From an optimization exercise on the open Yosys and OpenROAD flow, aimed at small area, a short achievable clock period and few clock cycles; shortcuts taken in it are not production practice.
In this exercise RTL edits were held to simulation tests only and were not proved equivalent to the original.
No activity file was given, so power comes from the tool's default toggle rates.

`design/flow/config.mk`:
```
export PLATFORM = sky130hd
export DESIGN_NAME = l2_cache
export DESIGN_NICKNAME = l2_cache
export VERILOG_FILES = /design/flow/design.v
export SDC_FILE = /design/flow/constraint.sdc
export NUM_CORES = 4
export LEC_CHECK = 0
export CAP_MARGIN = 20
export CORE_MARGIN = 2
export CORE_UTILIZATION = 30
export SETUP_SLACK_MARGIN = 5
export SLEW_MARGIN = 20
```
`design/flow/constraint.sdc`:
```
create_clock -name core_clock -period 10.0 [get_ports {clk}]
set_input_delay 2.0000 -clock core_clock [delete_from_list [all_inputs] [get_ports {clk}]]
set_output_delay 2.0000 -clock core_clock [all_outputs]
set_load 0.01 [all_outputs]
```
`design/flow/design.v`:
```
`default_nettype none
`timescale 1ns/100ps
package l2_cache_pkg;
	typedef logic [256-1:0] line_t;
	typedef logic [24-1:0] tag_t;
	typedef logic [3-1:0] index_t;
	typedef struct packed {
		logic valid;
		logic dirty;  
		tag_t tag;
	} meta_t;
	typedef enum logic [1:0] {
		check_tag,
		write_back,
		allocate
	} ctrl_state_t;
endpackage
`default_nettype wire
`timescale 1ns/100ps
`default_nettype none
module l2_cache
(
	input logic clk,
	input logic rst_n,
	input logic [32-1:0] mem_addr,
	input logic mem_read,
	input logic mem_write,
	input l2_cache_pkg::line_t mem_wdata,
	output l2_cache_pkg::line_t mem_rdata,
	output logic mem_resp,
	output logic [32-1:0] pmem_addr,
	output logic pmem_read,
	output logic pmem_write,
	output l2_cache_pkg::line_t pmem_wdata,
	input l2_cache_pkg::line_t pmem_rdata,
	input logic pmem_resp
);
	localparam int NL = 2 * 8;  
	typedef enum logic [1:0] {
		S_IDLE,  
		S_WB,  
		S_RD,  
		S_RESP  
	} state_t;
	state_t state;
	logic [NL-1:0][256-1:0] data;
	logic [NL-1:0][24-1:0] tags;
	logic [NL-1:0] valid;
	logic [NL-1:0] dirty;
	logic [8-1:0] lru;  
	logic [3-1:0] sel_set;  
	logic sel_way;
	logic [NL-1:0] sel_line;  
	logic [32-6:0] paddr;  
	l2_cache_pkg::line_t line_r;  
	l2_cache_pkg::line_t line_mux;
	logic way;  
	l2_cache_pkg::line_t way_line0;
	l2_cache_pkg::line_t way_line1;
	logic pick0, pick1;
	logic [8-1:0] set_dec;
	l2_cache_pkg::tag_t tag;
	l2_cache_pkg::index_t set;
	logic request;
	logic hit0, hit1, hit;
	logic victim;
	logic victim_dirty;
	l2_cache_pkg::tag_t victim_tag;
	logic busy;  
	logic free;  
	logic issue;  
	logic fill;
	logic store;
	l2_cache_pkg::line_t wdata;
	assign tag = mem_addr[32-1 -: 24];
	assign set = mem_addr[5 +: 3];
	assign request = mem_read || mem_write;
	logic [NL-1:0] match;
	always_comb
	begin
		for (int j = 0; j < 8; j++)
			set_dec[j] = (set == j);
		for (int i = 0; i < NL; i++)
			match[i] = valid[i] && (tags[i] == tag);
		hit0 = 1'b0;
		hit1 = 1'b0;
		for (int j = 0; j < 8; j++)
		begin
			hit0 = hit0 | (match[j] && set_dec[j]);
			hit1 = hit1 | (match[8 + j] && set_dec[j]);
		end
	end
	assign hit = hit0 || hit1;
	assign victim = lru[set];
	assign victim_dirty = victim ? (valid[8 + set] && dirty[8 + set])
		: (valid[set] && dirty[set]);
	assign victim_tag = victim ? tags[8 + set] : tags[set];
	assign busy = pmem_read || pmem_write;
	assign free = !busy || pmem_resp;
	assign issue = (state == S_IDLE) && request && !hit && free;
	always_ff @(posedge clk or negedge rst_n)
	begin
		if (!rst_n)
		begin
			state <= S_IDLE;
			mem_resp <= 1'b0;
			pmem_read <= 1'b0;
			pmem_write <= 1'b0;
		end
		else
		begin
			if (pmem_resp)
			begin
				pmem_read <= 1'b0;
				pmem_write <= 1'b0;
			end
			mem_resp <= 1'b0;
			case (state)
				S_IDLE:
				begin
					if (request && hit)
					begin
						state <= S_RESP;
						mem_resp <= 1'b1;
					end
					else if (issue)
					begin
						if (victim_dirty)
						begin
							pmem_write <= 1'b1;
							pmem_read <= 1'b0;
							state <= S_WB;
						end
						else
						begin
							pmem_read <= 1'b1;
							pmem_write <= 1'b0;
							state <= mem_write ? S_RESP : S_RD;
							mem_resp <= mem_write;
						end
					end
				end
				S_WB:
				begin
					if (pmem_resp)
					begin
						pmem_read <= 1'b1;
						state <= mem_write ? S_RESP : S_RD;
						mem_resp <= mem_write;
					end
				end
				S_RD:
				begin
					if (pmem_resp)
					begin
						state <= S_RESP;
						mem_resp <= 1'b1;
					end
				end
				default:
				begin
					state <= S_IDLE;
				end
			endcase
		end
	end
	always_ff @(posedge clk)
	begin
		if (state == S_IDLE)
		begin
			sel_set <= set;
			sel_way <= way;
			for (int i = 0; i < NL; i++)
				sel_line[i] <= (i == {way, set});
		end
		line_r <= line_mux;
		if ((state == S_IDLE && free) || (state == S_WB && pmem_resp))
			paddr <= {(state == S_IDLE && victim_dirty) ? victim_tag : tag, set};
	end
	assign pmem_addr = {paddr, {5{1'b0}}};
	assign way = hit ? hit1 : victim;
	always_comb
	begin
		way_line0 = '0;
		way_line1 = '0;
		for (int j = 0; j < 8; j++)
		begin
			way_line0 = way_line0 | (data[j] & {256{set_dec[j]}});
			way_line1 = way_line1 | (data[8 + j] & {256{set_dec[j]}});
		end
		pick1 = (state == S_IDLE) ? way : ((state == S_WB) && sel_way);
		pick0 = (state == S_IDLE) ? !way : ((state == S_WB) && !sel_way);
		line_mux = (way_line0 & {256{pick0}})
			| (way_line1 & {256{pick1}})
			| (pmem_rdata & {256{state == S_RD}});
	end
	assign fill = (state == S_RD) && pmem_resp;
	assign store = (state == S_RESP) && mem_write;
	assign wdata = fill ? pmem_rdata : mem_wdata;
	for (genvar i = 0; i < NL; i++)
	begin : g_line
		always_ff @(posedge clk)
		begin
			if ((fill || store) && sel_line[i])
			begin
				data[i] <= wdata;
				tags[i] <= tag;
				dirty[i] <= store;
			end
		end
		always_ff @(posedge clk or negedge rst_n)
		begin
			if (!rst_n)
				valid[i] <= 1'b0;
			else if ((fill || store) && sel_line[i])
				valid[i] <= 1'b1;
		end
	end
	always_ff @(posedge clk or negedge rst_n)
	begin
		if (!rst_n)
			lru <= '0;
		else if (state == S_RESP)
			lru[sel_set] <= !sel_way;  
	end
	assign mem_rdata = line_r;
	assign pmem_wdata = line_r;
endmodule
`default_nettype wire
```
`design/flow/run.sh`:
```
#!/bin/bash
# synth_recipe.tcl (not shown) runs the flow's synth.tcl, then flattens the netlist and writes it again
# the make line also repeats each setting of config.mk as NAME=value (left out here)
make -C /OpenROAD-flow-scripts/flow DESIGN_CONFIG=/design/flow/config.mk WORK_HOME=/design/flow/orfs CLKGATE_MAP_FILE= SYNTH_SCRIPT=/design/flow/synth_recipe.tcl finish
```
==> reports/qor.log <==
[synth] main flop type after synthesis edfxtp_1
[grt] largest net degree at the start of global routing 115
[grt] initial antenna violation count 33
[setup_path] biggest fanout along the worst timing path 40
[setup_path] Critical Path RT 10900 ps
[placed_design] post-detailed-placement cell area 204000 sq um
[finish] area of the multi-input gates 38000 sq um
[synth] share of the yosys chip area belonging to registers 77.0%
[setup_path] crit-path max cell delay 470 ps
[placed_design] setup slack after placement 2190 ps
[clock_network] total number of H-tree levels 6
[power] Static Leak 69.6 nW
[clock_network] clock root buffer master clkbuf_16
[floorplan] core area 614000 sq um
[sta] highest achievable clock rate 198 MHz
[synth] area share of and/or/nand/nor cells after synthesis 3.35%
[synth] xor and xnor fraction of the mapped netlist area 1.82%
[clock_network] hold_buf cts 0
[finish] combined flip-flop and latch cell area 142000 sq um
[synth] number of distinct library cells after synthesis 62
[floorplan] die area 622000 sq um
[synth] Syn Inst Count 10.5k
[setup_path] Worst R2R Path Depth 7
[sta] hold violation total from the final report 0
[finish] final cell area excluding filler cells 222000 sq um
[clock_network] clock sinks 4828
[route] post-detailed-routing wire length 605000 um
[floorplan] height of the die 789 um
[route] initial drt markers 13.5k
[grt] GR Overflow Total 0
[status] status no timing/DRC/antenna violations
[clock_network] later-pin clock latency in the skew report 1080 ps
[floorplan] die width 789 um
[setup_path] cell occurring most often along the worst timing path buf_12
[worst_hold_path] path class of the lowest-slack min-delay path reg2reg
[job] number of violations of the max-capacitance limit 0
[finish] fraction of layout cells with a size suffix above 1 13.6%
[clock_network] TritonCTS clock tree yes
[setup_path] WP data arrival 5950 ps
[floorplan] I/O pins 1096
[power] largest voltage drop on the vdd net 222 uV
[sta] Final Cycle Share 50.5%
[setup_path] kind of launch point of the worst setup path input port
[route] first-pass detailed-route iteration total 5
[setup_path] number of buffers and inverters on the critical path 6
[sta] clock tree skew after final layout 84.7 ps
[synth] portion of netlist area occupied by mux cells 4.79%
[setup_path] critical path endpoint category flip-flop
[placed_design] Detail Placement HPWL 338000 um
[clock_network] CTS Buf Count 518
[setup_path] Critical Path, Cell by Cell clkdlybuf4s50_1, buf_6, xnor2_1, nand4_1, nor4_1, a22oi_1, and4_1, buf_4, o211a_4, buf_12, nor2_4, buf_12, clkbuf_16, o211ai_1
[sta] min Tclk post-route 5050 ps
[finish] area grow syn2layout 20.3%
[route] overall via count from detail_route 108k
[sta] setup violators final 0
[synth] area fraction in compound gates after synthesis 10.3%
[power] Cell Pwr Density 284 nW/um^2
[placed_design] Final GP Congestion 0.862
[worst_hold_path] number of cells on the worst hold path 2
[placed_design] number of buffers inserted by port buffering 1085
[route] routed wire length per instance 30.3 um
[grt] Global Route Usage Sum 18.5%
[finish] number of filler instances in the final layout 56.9k
[setup_path] Crit Path Category in2reg
[setup_path] Crit. path cell count 14
[route] antenna violation net count after detailed routing 0
[setup_path] kind of cell adding the most delay to the critical path buffers and inverters
[finish] net count of the finished layout 12.0k
[synth] adder-cell share of the synthesized area 0.0474%
[clock_network] Clock Tree Buf Depth 4
[setup_path] start of the worst register-to-register path state[0]
[sta] Worst-Margin Slew 1190 ps
[sta] max-slew violation count 0
[synth] FF+latch count, synth 4828
[floorplan] initial cell density of the core 30.1%
[route] post-detailed-route DRC marker count 0
[synth] number of synthesized flops with an enable pin 4543
[grt] via count of the first global-routing pass 106k
[sta] RSZ-0062 raised after global routing false
[grt] wire length of the first global-routing pass 834000 um
[sta] worst max-slew margin expressed relative to the limit 20.3%
[route] ratio of routed vias to standard cells 5.41
[worst_hold_path] endpoint with the worst hold slack lru[0]
[setup_path] reg-to-reg endpoint data[2715]
[power] total power consumption of the routed design 63.0 mW
[sta] setup_tns 0 ps
[synth] combinational family with the most area after synthesis compound AO/OA/AOI/OAI gates
[synth] count of synthesis-stage warnings from yosys 1
[clock_network] clk slew on worst S/H paths 60 ps
[floorplan] Cell Rows 288
[synth] mean cell area of the mapped netlist 17.6 sq um
[worst_hold_path] Worst Min Path Start lru[0]
[setup_path] setup slack of the worst register-to-register path 5700 ps
[synth] Cell Area, Synth 185000 sq um
[setup_path] Max stage delay cell, worst path clkdlybuf4s50_1
[sta] Final WS setup 4950 ps
[synth] share of async-settable or async-resettable flops after synthesis 0.601%
==> area by class of cell <==
| class | instances | share of cell area (%) |
|---|---|---|
| sequential | 4828 | 64.0 |
| multi-input combinational | 4679 | 17.1 |
| timing repair buffer | 1376 | 6.40 |
| clock buffer | 690 | 6.37 |
| tap | 8120 | 4.57 |
| clock inverter | 264 | 1.51 |
| antenna | 17 | 0.0191 |
| inverter | 8 | 0.0158 |
==> kinds of logic (layout without fill, tap and decap cells) <==
logic type               Yosys count  in the layout
flip-flops                      4828           4828
multiplexers                     681            681
buffers and inverters            978           2338
adder cells (fa/ha/maj)            7              7
AND/OR/NAND/NOR                 1137           1140
XOR/XNOR                         384            384
AO/OA/AOI/OAI                   2461           2462
other                              1             22
==> state kept, by name, indices dropped and copies added, names as in the netlist <==
name and count:
state 2, tags 384, lru 8, valid 16, sel_set 3, mem_resp 1
sel_way 1, data 4096, pmem_write 1, pmem_read 1, line_r 256, dirty 16
sel_line 16, paddr 27
==> layer usage <==
layer / vias up / track usage [%] / share of wire (%)
li1: 44978 / - / -
met1: 56822 / 25.6 / 42
met2: 5462 / 29.7 / 47
met3: 918 / 3.13 / 8.2
met4: 14 / 6.08 / 3.6
met5: - / 0 / 0.015
==> cells in the final DEF, fill, tap and decap left out, types with 41 or more instances in the layout <==
master / n
a221oi_1: 368
and3_1: 51
buf_4: 170
clkdlybuf4s50_1: 1075
a221o_1: 160
mux2i_1: 225
nand2_1: 194
mux2_2: 311
edfxtp_1: 4543
o211ai_1: 50
a22oi_1: 1127
clkbuf_1: 126
clkinv_1: 64
nand4_1: 367
clkinv_2: 80
bufinv_16: 41
clkbuf_8: 44
nor3_1: 69
mux4_2: 123
dfxtp_1: 256
and4_1: 49
a21oi_1: 197
nor2_1: 154
o21ai_0: 70
a211oi_1: 80
clkbuf_16: 527
xnor2_1: 376
buf_12: 65
a22o_1: 291
o221ai_1: 48
nand3_1: 108
==> where the power goes <==
| group | internal, mW | switching (mW) |
|---|---|---|
| logic | 4.55 | 9.36 |
| clock network | 11.2 | 8.34 |
| registers | 27.9 | 1.69 |
| total | 43.7 | 19.4 |
==> how the worst max path moves through the flow <==
stage	from	slack, ps	end
CTS	mem_addr[16]	4900	line_r[214]
detailed placement	mem_addr[11]	2190	line_r[228]
global placement	mem_addr[26]	2190	line_r[244]
floorplan	mem_write	2850	data[0]
global route	mem_addr[5]	5010	line_r[229]
finish	mem_addr[15]	4950	line_r[40]
==> synth_stat cells, types with 70 or more instances <==
cell,count,area (sq um)
buf_4,287,2150
o21ai_0,70,350
mux4_2,123,2770
dfxtp_1,256,5120
a21oi_1,199,996
mux2_2,311,3500
a221o_1,160,1600
edfxtp_1,4543,136000
clkbuf_1,535,2010
nor2_1,157,589
nand4_1,367,2300
a221oi_1,368,3220
buf_2,92,460
xnor2_1,384,3360
mux2i_1,226,2260
nand3_1,108,541
a22o_1,291,2550
nor3_1,70,350
a22oi_1,1127,8460
a211oi_1,80,601
nand2_1,198,743
==> worst reg2reg max path, stage by stage, from the launching register on <==
cell and delay (ps):
dfrtp_1 410, inv_1 140, ha_4 660, a21oi_4 100
buf_4 310, nor2b_4 840, buf_12 450, buf_4 960
==> timing repair <==
| action | 4_1_cts | 5_1_grt |
|---|---|---|
| setup endpoints to repair | 298 | 214 |
| hold endpoints to repair | 0 | 0 |
| resized for setup | 85 | 47 |
| setup buffers | 8 | 10 |
| cloned | 5 | 2 |
| pin swaps | 2 | 2 |
==> through the flow <==
stage	hold slack, ps	instances	util, %
3_3_place_gp	478	18982	33.2
2_1_floorplan	445	10481	-
4_1_cts	494	19952	36.1
6_report	488	19982	36.2
5_1_grt	522	19967	36.2
3_5_place_dp	480	18985	33.2
Testbench counts, summed over its fixed seeds: cycles 31,025.

==> separate check: timing with driven ports <==
The results above use ideal ports. As a check the final layout listed here was re-extracted and re-timed, cells and wires unchanged. Step 1 sets driving cells, clkbuf_16 on the clock port and buf_2 on the other inputs (assumed; they add their load-dependent delay and slew). Step 2 also shifts input and output timing later by t, the mid clock arrival at the registers, as if the neighbouring blocks saw the same clock. Slacks: ideal / step 1 / step 2; pairs: ideal / step 1.
shift t [ns]: 1.155
setup WS [ns]: 4.949 / 5.022 / 3.866
worst setup path at the end: input to register
clock arrival spread, ns: 0.104 / 0.105
slew at the worst register clock pin (ns): 0.07 / 0.07
After both steps setup and hold are still met in this run. The setup slack of this run moves by +0.073 ns with the drivers and by -1.083 ns with both steps.
